What follows belongs to an exercise in optimizing a design on an open flow for small area, a short achievable clock period and few clock cycles per item; a production flow would make more cautious choices.
Where RTL was checked, it was by simulation tests only, not by an equivalence proof against the original.
No functional check of the RTL was part of run 4.

<file path="design/flow/standard.sh">
#!/bin/bash
# synth_recipe.tcl (not shown) runs the flow's synth.tcl, then flattens the netlist and writes it again
# the make line also repeats each setting of config.mk as NAME=value (left out here)
make -C /OpenROAD-flow-scripts/flow DESIGN_CONFIG=/design/flow/config.mk WORK_HOME=/design/flow/orfs CLKGATE_MAP_FILE= SYNTH_SCRIPT=/design/flow/synth_recipe.tcl "${@:-finish}"
</file>
<file path="design/flow/design.v">
`default_nettype none
package skf_pkg;
    localparam int SAMPLE_W = 16;
    localparam int EST_W    = 16;
    localparam int GAIN_W   = 31;
    localparam int CFG_IDX_W = 1;
    localparam int CFG_DAT_W = 32;
    localparam logic [CFG_IDX_W-1:0] REG_MEAS_NOISE = 1'd0;
    localparam logic [CFG_IDX_W-1:0] REG_PROC_NOISE = 1'd1;
    localparam logic [31:0] MEAS_NOISE_RST = 32'd214748365;
    localparam logic [31:0] PROC_NOISE_RST = 32'd536871;
    localparam logic [31:0] COV_RST        = 32'd1073741824;
    localparam logic [3:0] DIV_LAST = 4'd14;
endpackage
`default_nettype wire
`default_nettype none
import skf_pkg::*;
module scalar_kalman_filter
(
    input  wire                       i_clk,
    input  wire                       i_rst_n,
    input  wire                       i_cfg_valid,
    output logic                      o_cfg_ready,
    input  wire       [CFG_IDX_W-1:0] i_cfg_index,
    input  wire       [CFG_DAT_W-1:0] i_cfg_data,
    input  wire                       i_in_valid,
    output logic                      o_in_ready,
    input  wire signed [SAMPLE_W-1:0] i_in_sample,
    output logic                      o_out_valid,
    input  wire                       i_out_ready,
    output logic signed [EST_W-1:0]   o_out_estimate,
    output logic       [GAIN_W-1:0]   o_out_gain
);
    logic        r_idle;      
    logic        r_fin;       
    logic        r_fix;       
    logic        r_div;       
    logic        r_first;     
    logic        r_second;    
    logic        r_last;      
    logic [3:0]  r_cnt;
    logic        r_k30;       
    logic        r_in_ready;
    logic        r_out_valid;
    logic [31:0] r_meas_noise;
    logic [31:0] r_proc_noise;
    logic [31:0] r_pp;        
    logic [32:0] r_den;       
    logic [32:0] r_rem;       
    logic [1:0]  r_d;         
    logic [30:0] r_q;         
    logic [61:0] r_u;         
    logic [61:0] r_x;         
    logic [32:0] r_diff;      
    logic signed [EST_W-1:0] r_est;
    logic accept;
    logic start;
    logic stall;
    assign accept = i_in_valid && r_in_ready;
    assign start  = accept;
    assign stall  = r_second && r_out_valid;
    assign o_in_ready     = r_in_ready;
    assign o_cfg_ready    = 1'b1;
    assign o_out_valid    = r_out_valid;
    assign o_out_estimate = r_est;
    assign o_out_gain     = r_q;
    logic [31:0] p_cur;
    logic [31:0] x_cur;
    assign p_cur = r_u[61:30];
    assign x_cur = r_x[61:30];
    logic [32:0] pred_sum;
    logic [31:0] pp;
    logic        pp_sat;
    assign pred_sum = {1'b0, p_cur} + {1'b0, r_proc_noise};
    assign pp_sat   = pred_sum[32];
    assign pp       = pp_sat ? 32'hFFFF_FFFF : pred_sum[31:0];
    logic [31:0] den_a;
    logic [31:0] den_b;
    logic [32:0] den_s;
    logic [32:0] den_c;
    logic [32:0] den_sum;
    logic        r_zero;
    logic        pq_zero;
    logic        k30;
    assign den_a   = p_cur | {32{r_fix}};
    assign den_b   = r_proc_noise & {32{!r_fix}};
    assign den_s   = {1'b0, den_a ^ den_b ^ r_meas_noise};
    assign den_c   = {(den_a & den_b) | (den_a & r_meas_noise) | (den_b & r_meas_noise), 1'b0};
    assign den_sum = den_s + den_c;
    assign r_zero  = (r_meas_noise == 32'd0);
    assign pq_zero = (p_cur == 32'd0) && (r_proc_noise == 32'd0);
    assign k30     = r_zero && !pq_zero;
    logic [35:0] rem4;
    logic [35:0] den1;
    logic [35:0] t1;
    logic [35:0] s1;
    logic [35:0] s3_a;
    logic [35:0] s3_s;
    logic [35:0] s3_c;
    logic [35:0] s3;
    logic        k1;
    logic        ok1;
    logic        ok3;
    logic [1:0]  digit;
    logic [32:0] rem_next;
    assign rem4 = {1'b0, r_rem, 2'b00};
    assign den1 = {3'b000, r_den};
    assign t1   = {2'b00, r_rem, 1'b0} - den1;
    assign s1   = rem4 - den1;
    assign s3_a = {1'b0, r_rem, 2'b10};
    assign s3_s = s3_a ^ ~{den1[34:0], 1'b0} ^ ~den1;
    assign s3_c = {(s3_a[34:0] & ~{den1[33:0], 1'b0}) | (s3_a[34:0] & ~den1[34:0])
                   | (~{den1[33:0], 1'b0} & ~den1[34:0]), 1'b0};
    assign s3   = s3_s + s3_c;
    assign k1   = !t1[35];
    assign ok1  = !s1[35];
    assign ok3  = !s3[35];
    assign digit = {k1, k1 ? ok3 : ok1};
    always_comb begin
        unique case (digit)
            2'd3:    rem_next = s3[32:0];
            2'd2:    rem_next = {t1[31:0], 1'b0};
            2'd1:    rem_next = s1[32:0];
            default: rem_next = rem4[32:0];
        endcase
    end
    function automatic logic [61:0] add62(input logic [61:0] a, input logic [61:0] b);
        logic [61:0] g;
        logic [61:0] p;
        logic [61:0] gg;
        logic [61:0] pp;
        g  = a & b;
        p  = a ^ b;
        gg = g;
        pp = p;
        for (int l = 0; l < 6; l++) begin
            for (int i = 0; i < 62; i++) begin
                if ((i % (2 << l)) == (2 << l) - 1) begin
                    gg[i] = gg[i] | (pp[i] & gg[i - (1 << l)]);
                    pp[i] = pp[i] & pp[i - (1 << l)];
                end
            end
        end
        for (int l = 4; l >= 0; l--) begin
            for (int i = 0; i < 62; i++) begin
                if (i >= (3 << l) - 1 && ((i - ((3 << l) - 1)) % (2 << l)) == 0) begin
                    gg[i] = gg[i] | (pp[i] & gg[i - (1 << l)]);
                    pp[i] = pp[i] & pp[i - (1 << l)];
                end
            end
        end
        add62 = p ^ {gg[60:0], 1'b0};
    endfunction
    logic        rnd;
    logic [61:0] u_a;
    logic [61:0] u_b;
    logic [61:0] u_m;
    logic [61:0] u_s;
    logic [61:0] u_c;
    logic [61:0] u_next;
    logic [61:0] x_a;
    logic [61:0] x_b;
    logic [61:0] x_m;
    logic [61:0] x_s;
    logic [61:0] x_c;
    logic [61:0] x_next;
    logic [61:0] pp_w;
    logic [61:0] diff_w;
    assign rnd    = r_second;
    assign pp_w   = {30'd0, r_pp};
    assign diff_w = {{29{r_diff[32]}}, r_diff};
    assign u_a    = {r_u[59:0], rnd, 1'b1};
    assign u_b    = ~(r_d[1] ? {pp_w[60:0], 1'b0} : 62'd0);
    assign u_m    = ~(r_d[0] ? pp_w : 62'd0);
    assign u_s    = u_a ^ u_b ^ u_m;
    assign u_c    = {(u_a[60:0] & u_b[60:0]) | (u_a[60:0] & u_m[60:0]) | (u_b[60:0] & u_m[60:0]), 1'b1};
    assign u_next = u_s + u_c;
    assign x_a    = {r_x[59:0], rnd, 1'b0};
    assign x_b    = r_d[1] ? {diff_w[60:0], 1'b0} : 62'd0;
    assign x_m    = r_d[0] ? diff_w : 62'd0;
    assign x_s    = x_a ^ x_b ^ x_m;
    assign x_c    = {(x_a[60:0] & x_b[60:0]) | (x_a[60:0] & x_m[60:0]) | (x_b[60:0] & x_m[60:0]), 1'b0};
    assign x_next = x_s + x_c;
    logic [61:0] diff_sum;
    logic [32:0] diff_next;
    assign diff_sum  = add62({29'd0, r_diff[32:1], 1'b1}, {29'd0, ~r_x[32:0]});
    assign diff_next = diff_sum[32:0];
    logic [31:0] x_new;
    logic [15:0] est_new;
    assign x_new   = r_x[61:30];
    assign est_new = (x_new[31:16] == 16'h7FFF) ? 16'h7FFF : x_new[31:16] + {15'd0, x_new[15]};
    logic step;
    logic acc;
    assign step = r_div && !stall;
    assign acc  = (step && !r_first) || r_last;
    always_ff @(posedge i_clk) begin
        if (!i_rst_n) begin
            r_idle       <= 1'b1;
            r_fin        <= 1'b0;
            r_fix        <= 1'b0;
            r_div        <= 1'b0;
            r_first      <= 1'b0;
            r_second     <= 1'b0;
            r_last       <= 1'b0;
            r_in_ready   <= 1'b1;
            r_out_valid  <= 1'b0;
            r_meas_noise <= MEAS_NOISE_RST;
            r_proc_noise <= PROC_NOISE_RST;
        end else begin
            if (i_cfg_valid) begin
                if (i_cfg_index == REG_MEAS_NOISE) begin
                    r_meas_noise <= i_cfg_data;
                end else begin
                    r_proc_noise <= i_cfg_data;
                end
            end
            r_in_ready <= ((r_idle || r_fin) && !start) || r_last;
            if (r_fin) begin
                r_out_valid <= 1'b1;
            end else if (i_out_ready) begin
                r_out_valid <= 1'b0;
            end
            r_idle   <= (r_idle || r_fin) && !start;
            r_fix    <= start && pp_sat;
            r_first  <= (start && !pp_sat) || r_fix;
            r_second <= (step && r_first) || stall;
            r_last   <= step && (r_cnt == 4'd0);
            r_fin    <= r_last;
            if ((start && !pp_sat) || r_fix) begin
                r_div <= 1'b1;
            end else if (step && (r_cnt == 4'd0)) begin
                r_div <= 1'b0;
            end
        end
    end
    always_ff @(posedge i_clk) begin
        if (!i_rst_n) begin
            r_u[61:30] <= COV_RST;
            r_x[61:30] <= 32'd0;
        end else if (start) begin
            r_u[61:30] <= {30'd0, k30 ? 2'b00 : pp[31:30]};
            r_x[61:30] <= k30 ? {{30{i_in_sample[15]}}, i_in_sample[15:14]}
                              : {{30{x_cur[31]}}, x_cur[31:30]};
        end else if (acc) begin
            r_u[61:30] <= u_next[61:30];
            r_x[61:30] <= x_next[61:30];
        end
    end
    always_ff @(posedge i_clk) begin
        if (r_fin) begin
            r_est <= est_new;
        end
        if (start || r_fix) begin
            r_den <= {den_sum[32:1], den_sum[0] | (r_zero && pq_zero && !r_fix)};
            r_cnt <= DIV_LAST;
        end
        if (start) begin
            r_pp   <= pp;
            r_k30  <= k30;
            r_rem  <= k30 ? 33'd0 : {1'b0, pp};
            r_u[29:0] <= k30 ? 30'd0 : pp[29:0];
            r_x[29:0] <= k30 ? {i_in_sample[13:0], 16'h0000} : x_cur[29:0];
            r_diff    <= {i_in_sample[15], i_in_sample, 16'h0000};
        end
        if (step) begin
            r_cnt <= r_cnt - 4'd1;
            r_rem <= rem_next;
            r_d   <= digit;
            if (r_first) begin
                r_diff <= diff_next;
            end
        end
        if (acc) begin
            r_u[29:0] <= u_next[29:0];
            r_x[29:0] <= x_next[29:0];
            r_q <= {r_last ? r_k30 : r_q[28], r_q[27:0], r_d};
        end
    end
endmodule
`default_nettype wire
</file>
<file path="design/flow/config.mk">
export PLATFORM = sky130hd
export DESIGN_NAME = scalar_kalman_filter
export DESIGN_NICKNAME = scalar_kalman_filter
export VERILOG_FILES = /design/flow/design.v
export SDC_FILE = /design/flow/constraint.sdc
export NUM_CORES = 4
export LEC_CHECK = 0
export CAP_MARGIN = 20
export CORE_MARGIN = 2
export CORE_UTILIZATION = 40
export CTS_BUF_LIST = sky130_fd_sc_hd__clkbuf_8
export SLEW_MARGIN = 20
</file>
<file path="design/flow/constraint.sdc">
create_clock -name core_clock -period 12.0 [get_ports {i_clk}]
set_input_delay 2.4000 -clock core_clock [delete_from_list [all_inputs] [get_ports {i_clk}]]
set_output_delay 2.4000 -clock core_clock [all_outputs]
set_load 0.01 [all_outputs]
</file>
<file path="design/flow/flow/run.sh">
#!/bin/bash
# Standard layout (the standard.sh, unchanged synthesis), with timing repair aiming for
# 7.5 ns of setup slack at the design's clock period, and plain buffers on the ports.
# The clock and constraints are unchanged.
set -euo pipefail
bash standard.sh SETUP_SLACK_MARGIN=7.5 'BUFFER_PORTS_ARGS=-buffer_cell sky130_fd_sc_hd__buf_2' finish > standard.log 2>&1
</file>
==> impl_metrics.prom, run 1 <==
# TYPE chip_impl_metric gauge
chip_impl_info{name="status",value="no timing/DRC/antenna violations"} 1
chip_impl_info{name="postSynth.topFlopCell",value="sky130_fd_sc_hd__edfxtp_1"} 1
chip_impl_metric{name="chipWidth",unit="um"} 298
chip_impl_metric{name="numCtsBuffers",unit=""} 77
chip_impl_info{name="slowest_stage_cell_on_the_critical_path",value="sky130_fd_sc_hd__a2111oi_0"} 1
chip_impl_metric{name="placement_rows",unit=""} 107
chip_impl_metric{name="number_of_antenna_violations_at_the_first_check_in_global_routing",unit=""} 1
chip_impl_metric{name="crit_path_max_fanout",unit=""} 16
chip_impl_metric{name="final_core_utilization",unit="%"} 45.5
chip_impl_metric{name="clk_latency",unit="ns"} 0.73
chip_impl_metric{name="buffer_levels_on_the_longest_clock_path",unit=""} 3
chip_impl_metric{name="ratio_of_final_minimum_period_to_clock_period",unit="%"} 36.7
chip_impl_metric{name="cts.sinks",unit=""} 382
chip_impl_metric{name="postCtsHoldBufs",unit=""} 0
chip_impl_metric{name="htreeDepth",unit=""} 3
chip_impl_metric{name="synthArstFlopShare",unit="%"} 0
chip_impl_metric{name="totalNegativeSetupSlack",unit="ns"} 0
chip_impl_metric{name="drc",unit=""} 0
chip_impl_metric{name="worst_hold_path.num_cells",unit=""} 0
chip_impl_metric{name="routed_via_density",unit=""} 5.66
chip_impl_metric{name="fill_cells",unit=""} 8547
chip_impl_metric{name="routed_wirelength",unit="mm"} 107
chip_impl_metric{name="max-cap-violations",unit=""} 0
chip_impl_info{name="holdCritPathClass",value="reg2reg"} 1
chip_impl_metric{name="final_hold_viol_count",unit=""} 0
chip_impl_metric{name="fmax",unit="GHz"} 0.227
chip_impl_metric{name="start_util",unit="%"} 40.4
chip_impl_metric{name="die_area",unit="um2"} 88700
chip_impl_metric{name="synthesis.nets",unit=""} 4543
chip_impl_metric{name="port-buffer-count",unit=""} 102
chip_impl_metric{name="ys_warn_count",unit=""} 1
chip_impl_metric{name="drt.antenna.violating_nets",unit=""} 0
chip_impl_metric{name="syn_area_per_cell",unit="um2"} 8.58
chip_impl_metric{name="dp.final_hpwl",unit="mm"} 78.2
chip_impl_metric{name="max_slew.worst_pin.slew",unit="ns"} 0.966
chip_impl_metric{name="required",unit="ns"} 12.66
chip_impl_metric{name="r2r.worst_path.cells",unit=""} 16
chip_impl_metric{name="global_route.overflow_total",unit=""} 0
chip_impl_metric{name="clock_skew",unit="ns"} 0.0678
chip_impl_info{name="rsz_0062_raised_after_global_routing",value="true"} 1
chip_impl_metric{name="slew_violations",unit=""} 0
chip_impl_info{name="path_class",value="reg2reg"} 1
chip_impl_metric{name="count_of_flip_flops_with_a_built_in_enable_after_synthesis",unit=""} 212
chip_impl_metric{name="gpl.final_weighted_congestion",unit=""} 0.908
chip_impl_metric{name="synth_cell_type_count",unit=""} 88
chip_impl_metric{name="die_y",unit="um"} 298
chip_impl_info{name="worst_path_dominant_cell_family",value="compound AO/OA/AOI/OAI gates"} 1
chip_impl_metric{name="grt_pass1_vias",unit=""} 28800
chip_impl_metric{name="detailedRoute.firstPassIterationCount",unit=""} 10
chip_impl_metric{name="critPathMaxStageDelay",unit="ns"} 0.46
chip_impl_metric{name="synth_area",unit="um2"} 34500
chip_impl_metric{name="worst-path-stages",unit=""} 16
chip_impl_metric{name="ys_ff_latch",unit=""} 382
chip_impl_metric{name="ys_seq_area_share",unit="%"} 28.3
chip_impl_metric{name="drt-initial-drc-count",unit=""} 2343
chip_impl_metric{name="grt_start_max_net_pins",unit=""} 76
chip_impl_info{name="worstSetupStartpointType",value="register"} 1
chip_impl_metric{name="register_area",unit="um2"} 9770
chip_impl_metric{name="grt_first_pass_wirelength",unit="mm"} 165
chip_impl_metric{name="multi_input_comb_area",unit="um2"} 23600
chip_impl_metric{name="timing.critical_path.arrival",unit="ns"} 5.06
chip_impl_metric{name="clk_pin_slew",unit="ns"} 0.06
chip_impl_info{name="clk_root_buffer_cell",value="sky130_fd_sc_hd__clkbuf_8"} 1
chip_impl_metric{name="coreArea",unit="um2"} 85400
chip_impl_metric{name="post_route_cells_drive_above_1_share",unit="%"} 9.91
chip_impl_metric{name="groute.usage.overall",unit="%"} 23.4
chip_impl_info{name="critical_path.most_common_cell",value="sky130_fd_sc_hd__a211o_1"} 1
chip_impl_info{name="cp-end-kind",value="register"} 1
chip_impl_metric{name="crit_buf_inv",unit=""} 2
chip_impl_metric{name="design.portCount",unit=""} 104
chip_impl_metric{name="synth_cells",unit=""} 4025
chip_impl_metric{name="area_delta_synth_final",unit="%"} 12.4
chip_impl_metric{name="final.min_clock_period",unit="ns"} 4.40
chip_impl_metric{name="final_setup_violations",unit=""} 0
chip_impl_metric{name="via_count",unit=""} 30100
chip_impl_metric{name="avgRoutedWirePerCell",unit="um"} 20.1
chip_impl_info{name="critical_path.cell_chain",value="buf_4 -> bufbuf_16 -> and2_1 -> fa_1 -> ha_1 -> a21o_1 -> a211oi_1 -> o31a_1 -> o21ai_0 -> a211o_1 -> nand2_1 -> nand4_1 -> a31oi_2 -> o21ai_1 -> a2111oi_0 -> a211o_1"} 1
chip_impl_metric{name="max_slew_margin",unit="%"} 35.6
chip_impl_info{name="tritoncts_clock_tree",value="done"} 1
chip_impl_metric{name="total_nets_final",unit=""} 4622
==> layout make-up <==
class	instances	share of cell area, %
well taps	1144	3.69
clock inverters	57	0.954
inverters	303	2.96
repair buffers	166	3.31
diodes	3	0.0193
flip-flops and latches	382	25.2
multi-input cells	3174	60.9
clock buffers	85	3.01
==> sequential cells by signal, summed over array words and instances, names as in the netlist, 2 cells and up <==
signal,cells
r_d,2
r_proc_noise,32
r_cnt,4
r_q,31
r_den,33
r_diff,33
r_x,62
r_pp,32
r_u,62
r_est,16
r_meas_noise,32
r_rem,33
==> placed cells by master (no fill, tap or decap), types with 44 or more instances in the layout <==
master	synthesis	layout
sky130_fd_sc_hd__clkbuf_8	0	85
sky130_fd_sc_hd__nand2b_1	83	83
sky130_fd_sc_hd__buf_4	1	44
sky130_fd_sc_hd__dfxtp_1	170	169
sky130_fd_sc_hd__edfxtp_1	212	212
sky130_fd_sc_hd__nor2_1	249	244
sky130_fd_sc_hd__buf_2	9	102
sky130_fd_sc_hd__a21oi_1	370	360
sky130_fd_sc_hd__a21o_1	174	174
sky130_fd_sc_hd__xor2_1	108	108
sky130_fd_sc_hd__and2_1	92	91
sky130_fd_sc_hd__o21ai_0	242	234
sky130_fd_sc_hd__nor3_1	56	51
sky130_fd_sc_hd__a211oi_1	52	45
sky130_fd_sc_hd__nand2_1	464	457
sky130_fd_sc_hd__ha_1	289	280
sky130_fd_sc_hd__fa_1	175	173
sky130_fd_sc_hd__xnor2_1	152	152
sky130_fd_sc_hd__and3_1	44	44
sky130_fd_sc_hd__inv_1	302	325
sky130_fd_sc_hd__nand3_1	88	87
sky130_fd_sc_hd__o22ai_1	48	46
==> through the flow <==
step / setup WS, ns / cell area [um2] / hold WS, ns / instances
2_1_floorplan: 7.53 / 34500 / 0.443 / 4025
3_3_place_gp: 6.83 / 36100 / 0.425 / 5131
3_5_place_dp: 6.60 / 36100 / 0.426 / 5131
4_1_cts: 7.40 / 38100 / 0.440 / 5285
5_1_grt: 7.44 / 38800 / 0.457 / 5312
6_report: 7.60 / 38800 / 0.439 / 5314
==> final timing paths <==
path,from,endpoint,slack [ns]
max,r_d[1]$_DFFE_PP_,r_x[56]$_SDFFE_PN0P_,7.60
min,r_q[2]$_DFFE_PN_,r_q[4]$_DFFE_PN_,0.44
max reg2reg,r_d[1]$_DFFE_PP_,r_x[56]$_SDFFE_PN0P_,7.60
min reg2reg,r_q[2]$_DFFE_PN_,r_q[4]$_DFFE_PN_,0.44
==> metal layers <==
layer / track usage (%) / vias to the layer above / share of wire [%]
li1: - / 14500 / -
met1: 34.0 / 14400 / 47
met2: 35.1 / 974 / 42
met4: 6.42 / 0 / 2.5
met5: 0 / - / 0
met3: 4.86 / 162 / 7.8
==> synth_stat cells (all sizes together), types with 40 or more instances <==
library cell,number,share of area (%)
clkbuf,147,1.6
a21o,174,3.8
nor2,249,2.7
xnor2,152,3.9
nand4,41,0.74
inv,303,3.3
fa,175,10
o21a,40,0.87
and2,92,1.7
edfxtp,212,18
nand2b,83,1.5
nand2,465,5.1
o211ai,41,0.89
nor3,56,0.81
dfxtp,170,9.9
nand3,88,1.3
ha,289,10
and3,44,0.80
a21oi,374,5.5
o21ai,245,3.6
xor2,108,2.7
o22ai,49,0.91
a31oi,46,0.88
a211oi,52,1.1
==> repair_timing <==
item,CTS,global route
setup endpoints to repair,99,102
gates cloned,4,4
pin swaps,8,23
buffers inserted,8,21
gates resized for setup,59,81
==> logic make-up (layout without fill, tap and decap cells) <==
family          Yosys count  in the layout  synth area share [%]
compound gates         1203           1203                  22.1
simple gates           1228           1228                  16.7
fa+ha+maj               464            464                  20.6
flops                   382            382                  28.3
mux                      18             18                 0.533
xor+xnor                260            260                  6.60
other cells               1              4                0.0109
buf+inv                 469            611                  5.15
==> worst register-to-register path, delay by kind of cell, from the launching register on <==
family | cells | cell delay [ns]
AND/OR/NAND/NOR | 3 | 0.42
buffers and inverters | 2 | 0.49
AO/OA/AOI/OAI | 9 | 2.23
adder cells (fa/ha/maj) | 2 | 0.82
flip-flops | 1 | 0.38
Testbench counts, summed over its fixed seeds: cycles 34,880, items 2,048.
==> run 2, diff against run 1 <==
==> design/flow/flow/run.sh (replaced) <==
#!/bin/bash
# Standard layout (the standard.sh, unchanged synthesis), with timing repair aiming for
# 7.75 ns of setup slack at the design's clock period, and plain buffers on the ports.
# The clock and constraints are unchanged.
set -euo pipefail
bash standard.sh SETUP_SLACK_MARGIN=7.75 'BUFFER_PORTS_ARGS=-buffer_cell sky130_fd_sc_hd__buf_2' finish > standard.log 2>&1
--- a/design/flow/config.mk
+++ b/design/flow/config.mk
@@ -8,5 +8,4 @@
 export CAP_MARGIN = 20
 export CORE_MARGIN = 2
 export CORE_UTILIZATION = 40
-export CTS_BUF_LIST = sky130_fd_sc_hd__clkbuf_8
 export SLEW_MARGIN = 20
==> run 2 against run 1 <==
Net effect:
- still clean
- critical path depth unchanged
- fmax rose by 2.4%
- global-route usage up 0.27 points
- final cell count is 0.38% higher
- via count rose by 1.1%
- hold slack improved by 0.0031 ns
- die area unchanged
- synthesized cell count unchanged
- sequential share of layout area decreased by 1.1 points
- wire length rose by 2.8%
- critical path type unchanged
==> impl_metrics.prom, run 2 <==
# TYPE chip_impl_metric gauge
chip_impl_metric{name="die_y",unit="um"} 298
chip_impl_metric{name="coreArea",unit="um2"} 85400
chip_impl_metric{name="ys_warn_count",unit=""} 1
chip_impl_metric{name="area_delta_synth_final",unit="%"} 17.5
chip_impl_metric{name="totalNegativeSetupSlack",unit="ns"} 0
chip_impl_info{name="tritoncts_clock_tree",value="done"} 1
chip_impl_metric{name="dp.final_hpwl",unit="mm"} 77.8
chip_impl_metric{name="fin_worst_hold_slack",unit="ns"} 0.442
chip_impl_metric{name="post_route_cells_drive_above_1_share",unit="%"} 13.8
chip_impl_metric{name="drt-initial-drc-count",unit=""} 2473
chip_impl_info{name="grt.busiest_layer",value="met2"} 1
chip_impl_metric{name="drt.antenna.violating_nets",unit=""} 0
chip_impl_metric{name="synth_cell_type_count",unit=""} 88
chip_impl_metric{name="synthArstFlopShare",unit="%"} 0
chip_impl_metric{name="syn_area_per_cell",unit="um2"} 8.58
chip_impl_metric{name="htreeDepth",unit=""} 2
chip_impl_metric{name="numCtsBuffers",unit=""} 47
chip_impl_info{name="holdCritPathClass",value="reg2reg"} 1
chip_impl_info{name="rsz_0062_raised_after_global_routing",value="true"} 1
chip_impl_metric{name="port-buffer-count",unit=""} 102
chip_impl_metric{name="design.portCount",unit=""} 104
chip_impl_metric{name="required",unit="ns"} 12.52
chip_impl_metric{name="chipWidth",unit="um"} 298
chip_impl_metric{name="postCtsHoldBufs",unit=""} 0
chip_impl_metric{name="synth_area",unit="um2"} 34500
chip_impl_info{name="largest_registers",value="r_u (62), r_x (62)"} 1
chip_impl_metric{name="clk_latency",unit="ns"} 0.63
chip_impl_info{name="status",value="no timing/DRC/antenna violations"} 1
chip_impl_metric{name="timing.critical_path.arrival",unit="ns"} 4.81
chip_impl_metric{name="pre_cts_slack",unit="ns"} 6.70
chip_impl_info{name="slowest_stage_cell_on_the_critical_path",value="sky130_fd_sc_hd__fa_1"} 1
chip_impl_metric{name="final_area",unit="um2"} 40600
chip_impl_metric{name="via_count",unit=""} 30400
chip_impl_info{name="post-synth-top-area-cell",value="sky130_fd_sc_hd__edfxtp_1"} 1
chip_impl_info{name="postSynth.topFlopCell",value="sky130_fd_sc_hd__edfxtp_1"} 1
chip_impl_metric{name="synth_cells",unit=""} 4025
chip_impl_metric{name="max_slew.worst_pin.slew",unit="ns"} 1.03
chip_impl_metric{name="final.min_clock_period",unit="ns"} 4.30
chip_impl_metric{name="routed_wirelength",unit="mm"} 110
chip_impl_metric{name="detailedRoute.firstPassIterationCount",unit=""} 6
chip_impl_info{name="cp-end-kind",value="register"} 1
chip_impl_metric{name="ys_seq_area_share",unit="%"} 28.3
chip_impl_metric{name="max-cap-violations",unit=""} 0
chip_impl_metric{name="yosysTopAreaCellShare",unit="%"} 18.4
chip_impl_metric{name="avgRoutedWirePerCell",unit="um"} 20.6
chip_impl_metric{name="global_route.overflow_total",unit=""} 0
chip_impl_metric{name="ys_ff_latch",unit=""} 382
chip_impl_metric{name="fmax",unit="GHz"} 0.233
chip_impl_metric{name="crit_buf_inv",unit=""} 2
chip_impl_info{name="critical_path.cell_chain",value="buf_6 -> buf_12 -> and2_1 -> fa_1 -> ha_4 -> o21a_1 -> o21a_1 -> o22a_2 -> a31oi_4 -> o21ai_4 -> o41a_1 -> a31o_4 -> a221oi_4 -> o21ai_4 -> a21o_1 -> a211o_1"} 1
chip_impl_metric{name="drc",unit=""} 0
chip_impl_metric{name="groute.usage.overall",unit="%"} 23.7
chip_impl_metric{name="gpl.final_weighted_congestion",unit=""} 0.899
chip_impl_info{name="netlist_top_cells_area",value="sky130_fd_sc_hd__edfxtp_1 18%, sky130_fd_sc_hd__ha_1 10%, sky130_fd_sc_hd__fa_1 10%"} 1
chip_impl_metric{name="setup_slack",unit="ns"} 7.70
chip_impl_metric{name="clock_skew",unit="ns"} 0.0492
chip_impl_metric{name="placement_rows",unit=""} 107
chip_impl_metric{name="grt.met1_usage",unit="%"} 34.7
chip_impl_metric{name="grt_start_max_net_pins",unit=""} 74
chip_impl_metric{name="start_util",unit="%"} 40.4
chip_impl_metric{name="final_core_utilization",unit="%"} 47.5
chip_impl_info{name="worstSetupStartpointType",value="register"} 1
chip_impl_metric{name="synthesis.nets",unit=""} 4543
chip_impl_info{name="clk_root_buffer_cell",value="sky130_fd_sc_hd__clkbuf_16"} 1
chip_impl_metric{name="max_slew_margin",unit="%"} 31.0
chip_impl_metric{name="cts.sinks",unit=""} 382
chip_impl_metric{name="total_nets_final",unit=""} 4668
chip_impl_metric{name="grt_pass1_vias",unit=""} 28600
chip_impl_metric{name="grt_first_pass_wirelength",unit="mm"} 167
chip_impl_metric{name="ratio_of_final_minimum_period_to_clock_period",unit="%"} 35.8
chip_impl_metric{name="routed_via_density",unit=""} 5.70
chip_impl_metric{name="placement.cell_area",unit="um2"} 36200
chip_impl_info{name="final_cell_mix",value="453 x sky130_fd_sc_hd__nand2_1, 348 x sky130_fd_sc_hd__a21oi_1, 288 x sky130_fd_sc_hd__inv_1"} 1
chip_impl_metric{name="global_route.usage.met2",unit="%"} 35.2
chip_impl_metric{name="count_of_flip_flops_with_a_built_in_enable_after_synthesis",unit=""} 212
chip_impl_info{name="path_class",value="reg2reg"} 1
chip_impl_info{name="post_synth_most_frequent_cells",value="464 x sky130_fd_sc_hd__nand2_1, 370 x sky130_fd_sc_hd__a21oi_1, 302 x sky130_fd_sc_hd__inv_1"} 1
chip_impl_metric{name="crit_path_max_fanout",unit=""} 9
chip_impl_metric{name="number_of_antenna_violations_at_the_first_check_in_global_routing",unit=""} 3
chip_impl_metric{name="buffer_levels_on_the_longest_clock_path",unit=""} 3
chip_impl_metric{name="die_area",unit="um2"} 88700
chip_impl_metric{name="grtUsageMet3",unit="%"} 4.70
chip_impl_metric{name="clk_pin_slew",unit="ns"} 0.06
chip_impl_metric{name="final_hold_viol_count",unit=""} 0
chip_impl_metric{name="critPathMaxStageDelay",unit="ns"} 0.53
chip_impl_info{name="post-synth-top-count-cell",value="sky130_fd_sc_hd__nand2_1"} 1
chip_impl_info{name="layout.cells.most_common",value="sky130_fd_sc_hd__nand2_1"} 1
chip_impl_metric{name="final_setup_violations",unit=""} 0
chip_impl_info{name="worst_path_dominant_cell_family",value="compound AO/OA/AOI/OAI gates"} 1
chip_impl_metric{name="slew_violations",unit=""} 0
-- run 2: cell counts after synthesis --
No cell type changed its count.
-- run 2: logic make-up (layout without fill, tap and decap cells) --
logic type                 Yosys count  count (layout)  synth area share, %
AOI/OAI and AO/OA                 1203            1203                 22.1
xor gates and xnor gates           260             260                 6.60
adders and majority gates          464             464                 20.6
buffers and inverters              469             632                 5.15
DFF                                382             382                 28.3
muxes                               18              18                0.533
other                                1               2               0.0109
and+or+nand+nor                   1228            1229                 16.7
-- run 2: final timing paths --
path,startpoint,to,slack [ns],cells past startpoint
max,r_d[0]$_DFFE_PP_,r_x[57]$_SDFFE_PN0P_,7.70,16
min reg2reg,r_q[6]$_DFFE_PN_,r_q[8]$_DFFE_PN_,0.44,0
max reg2reg,r_d[0]$_DFFE_PP_,r_x[57]$_SDFFE_PN0P_,7.70,16
min,r_q[6]$_DFFE_PN_,r_q[8]$_DFFE_PN_,0.44,0
-- run 2: layout make-up --
cell class	instances	area, um2
timing repair inverter	1	7.51
clock buffer	64	1340
antenna	1	2.50
clock inverter	24	339
inverter	303	1150
timing repair buffer	240	2020
multi-input combinational	3175	24500
sequential	382	9780
tap	1144	1430
fill	8304	44800
-- run 2: stage by stage --
stage | cells
after CTS | 5272
after detailed placement | 5131
after global placement | 5131
final | 5334
after global routing | 5333
after floorplan | 4025
-- run 2: what timing repair did --
| action | CTS | global route |
|---|---|---|
| gates cloned | 9 | 5 |
| pin swaps | 31 | 93 |
| buffers inserted | 44 | 55 |
| resized for setup | 126 | 202 |
| setup endpoints to repair | 128 | 123 |
-- run 2: metal layers --
| metal | part of all wire (%) | wire length (um) |
|---|---|---|
| met1 | 47 | 51400 |
| met2 | 42 | 46600 |
| met3 | 7.8 | 8540 |
| met4 | 3.0 | 3320 |
| met5 | 0.026 | 29 |
==> run 3, diff against run 2 <==
==> design/flow/flow/run.sh (replaced) <==
#!/bin/bash
# Standard layout (the standard.sh, unchanged synthesis), with timing repair aiming for
# 7.0 ns of setup slack at the design's clock period, and plain buffers on the ports.
# The clock and constraints are unchanged.
set -euo pipefail
bash standard.sh SETUP_SLACK_MARGIN=7.0 'BUFFER_PORTS_ARGS=-buffer_cell sky130_fd_sc_hd__buf_2' finish > standard.log 2>&1
==> run 3 against run 2 <==
Net effect:
- still clean on timing, DRC and antenna
- clock skew up 0.013 ns
- non-clock buffer count down 109
- critical path depth up 1
- synthesized area unchanged
- core utilization down 3.1 points
- die area unchanged
- via count down 2.8%
- worst setup slack worse by 0.48 ns
- final cell count down 2.2%
- critical endpoint unchanged
==> impl_metrics.prom, run 3 <==
# TYPE chip_impl_metric gauge
chip_impl_info{name="status",value="no timing/DRC/antenna violations"} 1
chip_impl_metric{name="max-cap-violations",unit=""} 0
chip_impl_metric{name="synthArstFlopShare",unit="%"} 0
chip_impl_info{name="layout.cells.most_common",value="sky130_fd_sc_hd__nand2_1"} 1
chip_impl_metric{name="drc",unit=""} 0
chip_impl_info{name="startpoint",value="r_d[1]$_DFFE_PP_"} 1
chip_impl_info{name="cp-end-kind",value="register"} 1
chip_impl_info{name="worst_r2r_endpoint",value="r_x[57]$_SDFFE_PN0P_"} 1
chip_impl_metric{name="required",unit="ns"} 12.58
chip_impl_metric{name="yosysTopAreaCellShare",unit="%"} 18.4
chip_impl_metric{name="regToRegSetupSlack",unit="ns"} 7.22
chip_impl_metric{name="port-buffer-count",unit=""} 102
chip_impl_metric{name="max_slew_margin",unit="%"} 26.6
chip_impl_metric{name="ys_warn_count",unit=""} 1
chip_impl_metric{name="drt.antenna.violating_nets",unit=""} 0
chip_impl_metric{name="post_route_cells_drive_above_1_share",unit="%"} 6.68
chip_impl_metric{name="drt-initial-drc-count",unit=""} 2452
chip_impl_info{name="rsz_0062_raised_after_global_routing",value="true"} 1
chip_impl_metric{name="coreArea",unit="um2"} 85400
chip_impl_metric{name="critPathMaxStageDelay",unit="ns"} 0.48
chip_impl_info{name="r2r-start",value="r_d[1]$_DFFE_PP_"} 1
chip_impl_info{name="worstSetupEndpoint",value="r_x[57]$_SDFFE_PN0P_"} 1
chip_impl_info{name="final_cell_mix",value="460 x sky130_fd_sc_hd__nand2_1, 370 x sky130_fd_sc_hd__a21oi_1, 299 x sky130_fd_sc_hd__inv_1"} 1
chip_impl_metric{name="clk_pin_slew",unit="ns"} 0.07
chip_impl_info{name="tritoncts_clock_tree",value="done"} 1
chip_impl_metric{name="final.min_clock_period",unit="ns"} 4.78
chip_impl_metric{name="setup_slack",unit="ns"} 7.22
chip_impl_metric{name="area_delta_synth_final",unit="%"} 9.77
chip_impl_metric{name="slew_violations",unit=""} 0
chip_impl_metric{name="final_setup_violations",unit=""} 0
chip_impl_metric{name="routed_wirelength",unit="mm"} 102
chip_impl_metric{name="die_y",unit="um"} 298
chip_impl_metric{name="gpl.final_weighted_congestion",unit=""} 0.918
chip_impl_metric{name="worst-path-stages",unit=""} 17
chip_impl_metric{name="syn_area_per_cell",unit="um2"} 8.58
chip_impl_info{name="netlist_top_cells_area",value="sky130_fd_sc_hd__edfxtp_1 18%, sky130_fd_sc_hd__ha_1 10%, sky130_fd_sc_hd__fa_1 10%"} 1
chip_impl_metric{name="ratio_of_final_minimum_period_to_clock_period",unit="%"} 39.8
chip_impl_metric{name="total_nets_final",unit=""} 4556
chip_impl_info{name="clk_root_buffer_cell",value="sky130_fd_sc_hd__clkbuf_16"} 1
chip_impl_metric{name="ys_ff_latch",unit=""} 382
chip_impl_metric{name="grt_pass1_vias",unit=""} 27700
chip_impl_info{name="postSynth.topFlopCell",value="sky130_fd_sc_hd__edfxtp_1"} 1
chip_impl_metric{name="groute.usage.overall",unit="%"} 22.5
chip_impl_metric{name="count_of_flip_flops_with_a_built_in_enable_after_synthesis",unit=""} 212
chip_impl_info{name="path_class",value="reg2reg"} 1
chip_impl_metric{name="synth_cells",unit=""} 4025
chip_impl_metric{name="crit_path_max_fanout",unit=""} 66
chip_impl_info{name="holdCritPathClass",value="reg2reg"} 1
chip_impl_info{name="post-synth-top-count-cell",value="sky130_fd_sc_hd__nand2_1"} 1
chip_impl_metric{name="timing.critical_path.arrival",unit="ns"} 5.35
chip_impl_metric{name="grt_start_max_net_pins",unit=""} 82
chip_impl_metric{name="buffer_levels_on_the_longest_clock_path",unit=""} 3
chip_impl_metric{name="grt_first_pass_wirelength",unit="mm"} 160
chip_impl_info{name="post-synth-top-area-cell",value="sky130_fd_sc_hd__edfxtp_1"} 1
chip_impl_metric{name="post_layout_nonfiller_instances",unit=""} 5219
chip_impl_info{name="worstSetupStartpointType",value="register"} 1
chip_impl_metric{name="placement_rows",unit=""} 107
chip_impl_metric{name="number_of_antenna_violations_at_the_first_check_in_global_routing",unit=""} 4
chip_impl_metric{name="htreeDepth",unit=""} 2
chip_impl_metric{name="final_hold_viol_count",unit=""} 0
chip_impl_metric{name="start_util",unit="%"} 40.4
chip_impl_metric{name="dp.final_hpwl",unit="mm"} 78.0
chip_impl_info{name="post_synth_most_frequent_cells",value="464 x sky130_fd_sc_hd__nand2_1, 370 x sky130_fd_sc_hd__a21oi_1, 302 x sky130_fd_sc_hd__inv_1"} 1
chip_impl_metric{name="cts.sinks",unit=""} 382
chip_impl_metric{name="r2r.worst_path.cells",unit=""} 17
chip_impl_metric{name="fmax",unit="GHz"} 0.209
chip_impl_metric{name="crit_buf_inv",unit=""} 3
chip_impl_metric{name="routed_via_density",unit=""} 5.66
chip_impl_metric{name="totalNegativeSetupSlack",unit="ns"} 0
chip_impl_metric{name="design.portCount",unit=""} 104
chip_impl_metric{name="synth_area",unit="um2"} 34500
chip_impl_metric{name="clk_latency",unit="ns"} 0.64
chip_impl_metric{name="max_slew.worst_pin.slew",unit="ns"} 1.10
chip_impl_info{name="critical_path.cell_chain",value="buf_12 -> nand2_1 -> inv_1 -> clkbuf_8 -> fa_1 -> ha_1 -> a21oi_1 -> nor2b_1 -> o31a_1 -> o41ai_1 -> a21oi_1 -> or2_2 -> a31o_2 -> a221oi_2 -> o21ai_2 -> a2111oi_1 -> a211o_1"} 1
chip_impl_metric{name="place.detailed.instances",unit=""} 5132
chip_impl_metric{name="detailedRoute.firstPassIterationCount",unit=""} 6
chip_impl_info{name="worst_path_dominant_cell_family",value="compound AO/OA/AOI/OAI gates"} 1
chip_impl_metric{name="ys_seq_area_share",unit="%"} 28.3
chip_impl_metric{name="avgRoutedWirePerCell",unit="um"} 19.6
chip_impl_metric{name="clock_skew",unit="ns"} 0.0620
chip_impl_metric{name="pre_cts_slack",unit="ns"} 6.73
chip_impl_metric{name="global_route.overflow_total",unit=""} 0
chip_impl_metric{name="postCtsHoldBufs",unit=""} 0
chip_impl_info{name="critical_path.most_common_cell",value="sky130_fd_sc_hd__a21oi_1"} 1
chip_impl_metric{name="via_count",unit=""} 29500
chip_impl_metric{name="synth_cell_type_count",unit=""} 88
chip_impl_metric{name="synthesis.nets",unit=""} 4543
chip_impl_metric{name="chipWidth",unit="um"} 298
chip_impl_metric{name="numCtsBuffers",unit=""} 46
chip_impl_metric{name="fill_cells",unit=""} 8663
chip_impl_metric{name="die_area",unit="um2"} 88700
chip_impl_info{name="largest_registers",value="r_u (62), r_x (62)"} 1
chip_impl_info{name="slowest_stage_cell_on_the_critical_path",value="sky130_fd_sc_hd__fa_1"} 1
==> run 3: cell counts after synthesis <==
No cell type changed its count.
==> run 3: final cells by class <==
class                   instances  area (um2)  share of cell area, %
clock buffers                  61        1350                   3.57
repair buffers                131         808                   2.13
multi-input cells            3174       23100                   60.9
diodes                          1        2.50                0.00660
inverters                     303        1140                   3.01
clock inverters                23         293                  0.772
well taps                    1144        1430                   3.78
flip-flops and latches        382        9770                   25.8
==> run 3: cell families after synthesis <==
kind of cell,synth area share (%)
other,0.0109
adders and majority gates,20.6
AOI/OAI and AO/OA,22.1
DFF,28.3
and+or+nand+nor,16.7
xor gates and xnor gates,6.60
buffers and inverters,5.15
muxes,0.533
==> run 3: timing repair <==
action                                  in CTS  in global routing
setup buffers                                0                  1
resized for setup                            4                 27
pin swaps                                    0                  1
endpoints found under the setup margin      27                 47
==> run 3: routing by layer <==
| metal | track usage [%] | vias up | wire length (um) |
|---|---|---|---|
| met5 | 0 | - | 0 |
| met4 | 4.88 | 0 | 1930 |
| met2 | 33.7 | 795 | 43600 |
| li1 | - | 14300 | - |
| met3 | 2.49 | 114 | 5990 |
| met1 | 34.5 | 14300 | 50900 |
==> run 3: per-stage QoR <==
| stage | instance area (um2) | hold WS, ns | utilization, % |
|---|---|---|---|
| 2_1_floorplan | 34500 | 0.443 | - |
| 3_3_place_gp | 36100 | 0.423 | 42.3 |
| 3_5_place_dp | 36100 | 0.430 | 42.3 |
| 4_1_cts | 37800 | 0.445 | 44.2 |
| 5_1_grt | 37900 | 0.460 | 44.4 |
| 6_report | 37900 | 0.441 | 44.4 |
==> run 3: how the worst min path moves through the flow <==
| stage | startpoint | endpoint | slack [ns] | cells after the start |
|---|---|---|---|---|
| floorplan | r_diff[0]$_DFF_P_ | r_diff[0]$_DFF_P_ | 0.44 | 2 |
| global placement | r_q[3]$_DFFE_PN_ | r_q[5]$_DFFE_PN_ | 0.42 | 0 |
| detailed placement | r_q[6]$_DFFE_PN_ | r_q[8]$_DFFE_PN_ | 0.43 | 0 |
| CTS | r_q[15]$_DFFE_PN_ | r_q[17]$_DFFE_PN_ | 0.45 | 0 |
| global route | r_q[15]$_DFFE_PN_ | r_q[17]$_DFFE_PN_ | 0.46 | 0 |
| finish | r_q[22]$_DFFE_PN_ | r_q[24]$_DFFE_PN_ | 0.44 | 0 |
==> run 4, diff against run 3 <==
--- a/design/flow/design.v
+++ b/design/flow/design.v
@@ -48,6 +48,7 @@
     logic [32:0] r_den;       
     logic [32:0] r_rem;       
     logic [1:0]  r_d;         
+    logic [1:0]  r_dn;        
     logic [30:0] r_q;         
     logic [61:0] r_u;         
     logic [61:0] r_x;         
@@ -170,8 +171,8 @@
     assign pp_w   = {30'd0, r_pp};
     assign diff_w = {{29{r_diff[32]}}, r_diff};
     assign u_a    = {r_u[59:0], rnd, 1'b1};
-    assign u_b    = ~(r_d[1] ? {pp_w[60:0], 1'b0} : 62'd0);
-    assign u_m    = ~(r_d[0] ? pp_w : 62'd0);
+    assign u_b    = {62{r_dn[1]}} | ~{pp_w[60:0], 1'b0};
+    assign u_m    = {62{r_dn[0]}} | ~pp_w;
     assign u_s    = u_a ^ u_b ^ u_m;
     assign u_c    = {(u_a[60:0] & u_b[60:0]) | (u_a[60:0] & u_m[60:0]) | (u_b[60:0] & u_m[60:0]), 1'b1};
     assign u_next = u_s + u_c;
@@ -266,6 +267,7 @@
             r_cnt <= r_cnt - 4'd1;
             r_rem <= rem_next;
             r_d   <= digit;
+            r_dn  <= ~digit;
             if (r_first) begin
                 r_diff <= diff_next;
             end
==> design/flow/flow/run.sh (replaced) <==
#!/bin/bash
# Standard layout (the standard.sh, unchanged synthesis), with timing repair aiming for
# 7.5 ns of setup slack at the design's clock period, and plain buffers on the ports.
# The clock and constraints are unchanged.
set -euo pipefail
bash standard.sh SETUP_SLACK_MARGIN=7.5 'BUFFER_PORTS_ARGS=-buffer_cell sky130_fd_sc_hd__buf_2' finish > standard.log 2>&1
==> run 4 against run 3 <==
Net effect:
- design area rose by 1.1%
- via count fell by 0.37%
- critical path type unchanged
- critical endpoint is now r_rem[3]$_DFFE_PP_
- highest routed layer is now met5
==> impl_metrics.prom, run 4 <==
# TYPE chip_impl_metric gauge
chip_impl_metric{name="max-cap-violations",unit=""} 0
chip_impl_metric{name="coreArea",unit="um2"} 85000
chip_impl_metric{name="count_of_flip_flops_with_a_built_in_enable_after_synthesis",unit=""} 214
chip_impl_metric{name="avgRoutedWirePerCell",unit="um"} 20.2
chip_impl_metric{name="area_delta_synth_final",unit="%"} 11.8
chip_impl_metric{name="synthesis.nets",unit=""} 4457
chip_impl_metric{name="slew_violations",unit=""} 0
chip_impl_metric{name="drt.antenna.violating_nets",unit=""} 0
chip_impl_metric{name="ys_warn_count",unit=""} 1
chip_impl_metric{name="port-buffer-count",unit=""} 102
chip_impl_info{name="netlist_top_cells_area",value="sky130_fd_sc_hd__edfxtp_1 19%, sky130_fd_sc_hd__ha_1 11%, sky130_fd_sc_hd__fa_1 10%"} 1
chip_impl_metric{name="grt_pass1_vias",unit=""} 28500
chip_impl_metric{name="via_count",unit=""} 29400
chip_impl_metric{name="antennaDiodeCount",unit=""} 0
chip_impl_metric{name="routed_wirelength",unit="mm"} 105
chip_impl_metric{name="detailedRoute.firstPassIterationCount",unit=""} 5
chip_impl_metric{name="dp.final_hpwl",unit="mm"} 75.2
chip_impl_metric{name="regToRegSetupSlack",unit="ns"} 7.55
chip_impl_info{name="largest_registers",value="r_u (62), r_x (62)"} 1
chip_impl_metric{name="clk_pin_slew",unit="ns"} 0.07
chip_impl_metric{name="required",unit="ns"} 12.34
chip_impl_metric{name="number_of_antenna_violations_at_the_first_check_in_global_routing",unit=""} 3
chip_impl_metric{name="die_y",unit="um"} 297
chip_impl_info{name="final_cell_mix",value="453 x sky130_fd_sc_hd__nand2_1, 315 x sky130_fd_sc_hd__a21oi_1, 284 x sky130_fd_sc_hd__ha_1"} 1
chip_impl_metric{name="clock_skew",unit="ns"} 0.0264
chip_impl_info{name="rsz_0062_raised_after_global_routing",value="true"} 1
chip_impl_metric{name="design.portCount",unit=""} 104
chip_impl_metric{name="start_util",unit="%"} 40.3
chip_impl_metric{name="global_route.usage.met2",unit="%"} 35.3
chip_impl_info{name="post-synth-top-count-cell",value="sky130_fd_sc_hd__nand2_1"} 1
chip_impl_metric{name="clk_latency",unit="ns"} 0.60
chip_impl_metric{name="timing.critical_path.arrival",unit="ns"} 4.78
chip_impl_metric{name="grtUsageMet3",unit="%"} 2.92
chip_impl_metric{name="syn_area_per_cell",unit="um2"} 8.70
chip_impl_metric{name="total_nets_final",unit=""} 4521
chip_impl_metric{name="final.min_clock_period",unit="ns"} 4.45
chip_impl_metric{name="grt.met1_usage",unit="%"} 33.4
chip_impl_metric{name="crit_path_max_fanout",unit=""} 32
chip_impl_metric{name="totalNegativeSetupSlack",unit="ns"} 0
chip_impl_metric{name="fmax",unit="GHz"} 0.225
chip_impl_metric{name="global_route.overflow_total",unit=""} 0
chip_impl_info{name="grt.busiest_layer",value="met2"} 1
chip_impl_info{name="clk_root_buffer_cell",value="sky130_fd_sc_hd__clkbuf_16"} 1
chip_impl_info{name="startpoint_of_the_worst_hold_path",value="r_q[8]$_DFFE_PN_"} 1
chip_impl_metric{name="worst_hold_path.num_cells",unit=""} 0
chip_impl_info{name="path_class",value="reg2reg"} 1
chip_impl_metric{name="max_slew_margin",unit="%"} 10.5
chip_impl_info{name="postSynth.topFlopCell",value="sky130_fd_sc_hd__edfxtp_1"} 1
chip_impl_metric{name="fin_worst_hold_slack",unit="ns"} 0.444
chip_impl_info{name="tritoncts_clock_tree",value="done"} 1
chip_impl_metric{name="synth_cells",unit=""} 3939
chip_impl_metric{name="drt-initial-drc-count",unit=""} 2331
chip_impl_info{name="worstSetupStartpointType",value="register"} 1
chip_impl_metric{name="numCtsBuffers",unit=""} 46
chip_impl_info{name="layout.cells.most_common",value="sky130_fd_sc_hd__nand2_1"} 1
chip_impl_metric{name="die_area",unit="um2"} 88100
chip_impl_info{name="r2r-start",value="r_u[41]$_SDFFE_PP0N_"} 1
chip_impl_info{name="holdPathEnd",value="r_q[10]$_DFFE_PN_"} 1
chip_impl_metric{name="cts.sinks",unit=""} 384
chip_impl_metric{name="final_setup_violations",unit=""} 0
chip_impl_metric{name="synth_cell_type_count",unit=""} 89
chip_impl_metric{name="placement_rows",unit=""} 107
chip_impl_info{name="post_synth_most_frequent_cells",value="457 x sky130_fd_sc_hd__nand2_1, 321 x sky130_fd_sc_hd__a21oi_1, 289 x sky130_fd_sc_hd__ha_1"} 1
chip_impl_info{name="worst_r2r_endpoint",value="r_rem[3]$_DFFE_PP_"} 1
chip_impl_metric{name="max_slew.worst_pin.slew",unit="ns"} 1.33
chip_impl_metric{name="grt_first_pass_wirelength",unit="mm"} 162
chip_impl_metric{name="ys_seq_area_share",unit="%"} 28.7
chip_impl_metric{name="groute.usage.overall",unit="%"} 22.8
chip_impl_info{name="post-synth-top-area-cell",value="sky130_fd_sc_hd__edfxtp_1"} 1
chip_impl_metric{name="grt_start_max_net_pins",unit=""} 89
chip_impl_metric{name="gpl.final_weighted_congestion",unit=""} 0.907
chip_impl_metric{name="buffer_levels_on_the_longest_clock_path",unit=""} 3
chip_impl_metric{name="chipWidth",unit="um"} 297
chip_impl_metric{name="yosysTopAreaCellShare",unit="%"} 18.7
chip_impl_info{name="holdCritPathClass",value="reg2reg"} 1
chip_impl_metric{name="ys_ff_latch",unit=""} 384
chip_impl_metric{name="htreeDepth",unit=""} 2
chip_impl_metric{name="synthArstFlopShare",unit="%"} 0
chip_impl_metric{name="final_hold_viol_count",unit=""} 0
chip_impl_metric{name="post_route_cells_drive_above_1_share",unit="%"} 9.29
chip_impl_info{name="cp-end-kind",value="register"} 1
chip_impl_metric{name="r2r.worst_path.cells",unit=""} 13
chip_impl_metric{name="synth_area",unit="um2"} 34300
chip_impl_metric{name="routed_via_density",unit=""} 5.68
chip_impl_metric{name="drc",unit=""} 0
chip_impl_info{name="status",value="no timing/DRC/antenna violations"} 1
chip_impl_metric{name="ratio_of_final_minimum_period_to_clock_period",unit="%"} 37.0
## run 4: final cells by class
| type | count | area, um2 |
|---|---|---|
| Timing Repair inverter | 2 | 12.5 |
| Fill cell | 8352 | 46700 |
| Inverter | 285 | 1080 |
| Sequential cell | 384 | 9830 |
| Tap cell | 1144 | 1430 |
| Clock inverter | 21 | 163 |
| Clock buffer | 62 | 1350 |
| Timing Repair Buffer | 171 | 1160 |
| Multi-Input combinational cell | 3113 | 23300 |
## run 4: metrics by stage
stage                     cells  setup slack, ns  cell area, um2  utilization (%)
after floorplan            3939             7.54           34300                -
after global placement     5046             6.50           35800             42.1
after detailed placement   5046             6.41           35800             42.1
after CTS                  5152             7.49           37700             44.3
after global routing       5182             7.36           38300             45.1
final                      5182             7.55           38300             45.1
## run 4: timing repair
item / CTS / global route
hold buffers: 0 / 0
setup buffers: 19 / 25
hold endpoints to repair: 0 / 0
resized for setup: 38 / 79
pin swaps: 5 / 26
endpoints found under the setup margin: 107 / 109
gates cloned: 4 / 5
## run 4: cell families (layout without fill, tap and decap cells)
| logic type | count (synthesis) | after routing | share of synthesized area (%) |
|---|---|---|---|
| xor+xnor | 264 | 264 | 6.75 |
| compound gates | 1082 | 1087 | 20.5 |
| mux | 8 | 8 | 0.237 |
| flops | 384 | 384 | 28.7 |
| fa+ha+maj | 464 | 464 | 20.8 |
| simple gates | 1289 | 1289 | 18.1 |
| buf+inv | 447 | 541 | 5.01 |
| other cells | 1 | 1 | 0.0109 |
## run 4: worst max path at each step
stage / start / endpoint / cells after the start
floorplan: r_d[1]$_DFFE_PP_ / r_x[58]$_SDFFE_PN0P_ / 17
global placement: r_d[1]$_DFFE_PP_ / r_x[60]$_SDFFE_PN0P_ / 16
detailed placement: r_d[1]$_DFFE_PP_ / r_x[60]$_SDFFE_PN0P_ / 16
CTS: r_rem[0]$_DFFE_PP_ / r_rem[27]$_DFFE_PP_ / 15
global route: r_d[1]$_DFFE_PP_ / r_x[58]$_SDFFE_PN0P_ / 18
finish: r_u[41]$_SDFFE_PP0N_ / r_rem[3]$_DFFE_PP_ / 13
## run 4: worst max-delay path, cell delays in order (launching register included)
cell,delay [ns]
sky130_fd_sc_hd__dfxtp_1,0.55
sky130_fd_sc_hd__ha_1,0.36
sky130_fd_sc_hd__a21oi_1,0.28
sky130_fd_sc_hd__nand2_1,0.14
sky130_fd_sc_hd__or4_1,0.42
sky130_fd_sc_hd__o31ai_1,0.08
sky130_fd_sc_hd__a211o_1,0.28
sky130_fd_sc_hd__nor4b_1,0.09
sky130_fd_sc_hd__a211o_1,0.30
sky130_fd_sc_hd__a21oi_2,0.23
sky130_fd_sc_hd__o21a_1,0.16
sky130_fd_sc_hd__buf_4,0.34
sky130_fd_sc_hd__o21ai_0,0.54
sky130_fd_sc_hd__a32o_1,0.39
## run 4: per-layer routing
layer	up-vias	wire, um	part of all wire, %
met3	143	6620	6.3
met4	2	2820	2.7
met2	868	45600	44
li1	14100	-	-
met1	14300	49400	47
met5	-	15	0.014

## what the ideal ports hide
No port has a modelled driver above. Below, the same layouts with a new extraction and two added sets of constraints.
Step 1 sets driving cells, clkbuf_16 on the clock port and buf_2 on the other inputs (assumed; they add their load-dependent delay and slew).
Step 2 also shifts input and output timing later by t, the mid clock arrival at the registers, as if the neighbouring blocks saw the same clock.
Three values: no drivers, after step 1, after step 2; two values: the first two.
run | t, ns | setup WS [ns] | cell pins on the clock port's net
run 1 | 0.762 | 7.599 / 7.599 / 6.973 | 1
run 2 | 0.676 | 7.702 / 7.702 / 7.241 | 1
run 3 | 0.682 | 7.225 / 7.225 / 6.754 | 1
run 4 | 0.650 | 7.554 / 7.554 / 7.160 | 1
After both steps every run listed still meets setup and hold. The setup slack of run 1, which loses most, moves by 0.000 ns with the drivers and by -0.626 ns with both steps.
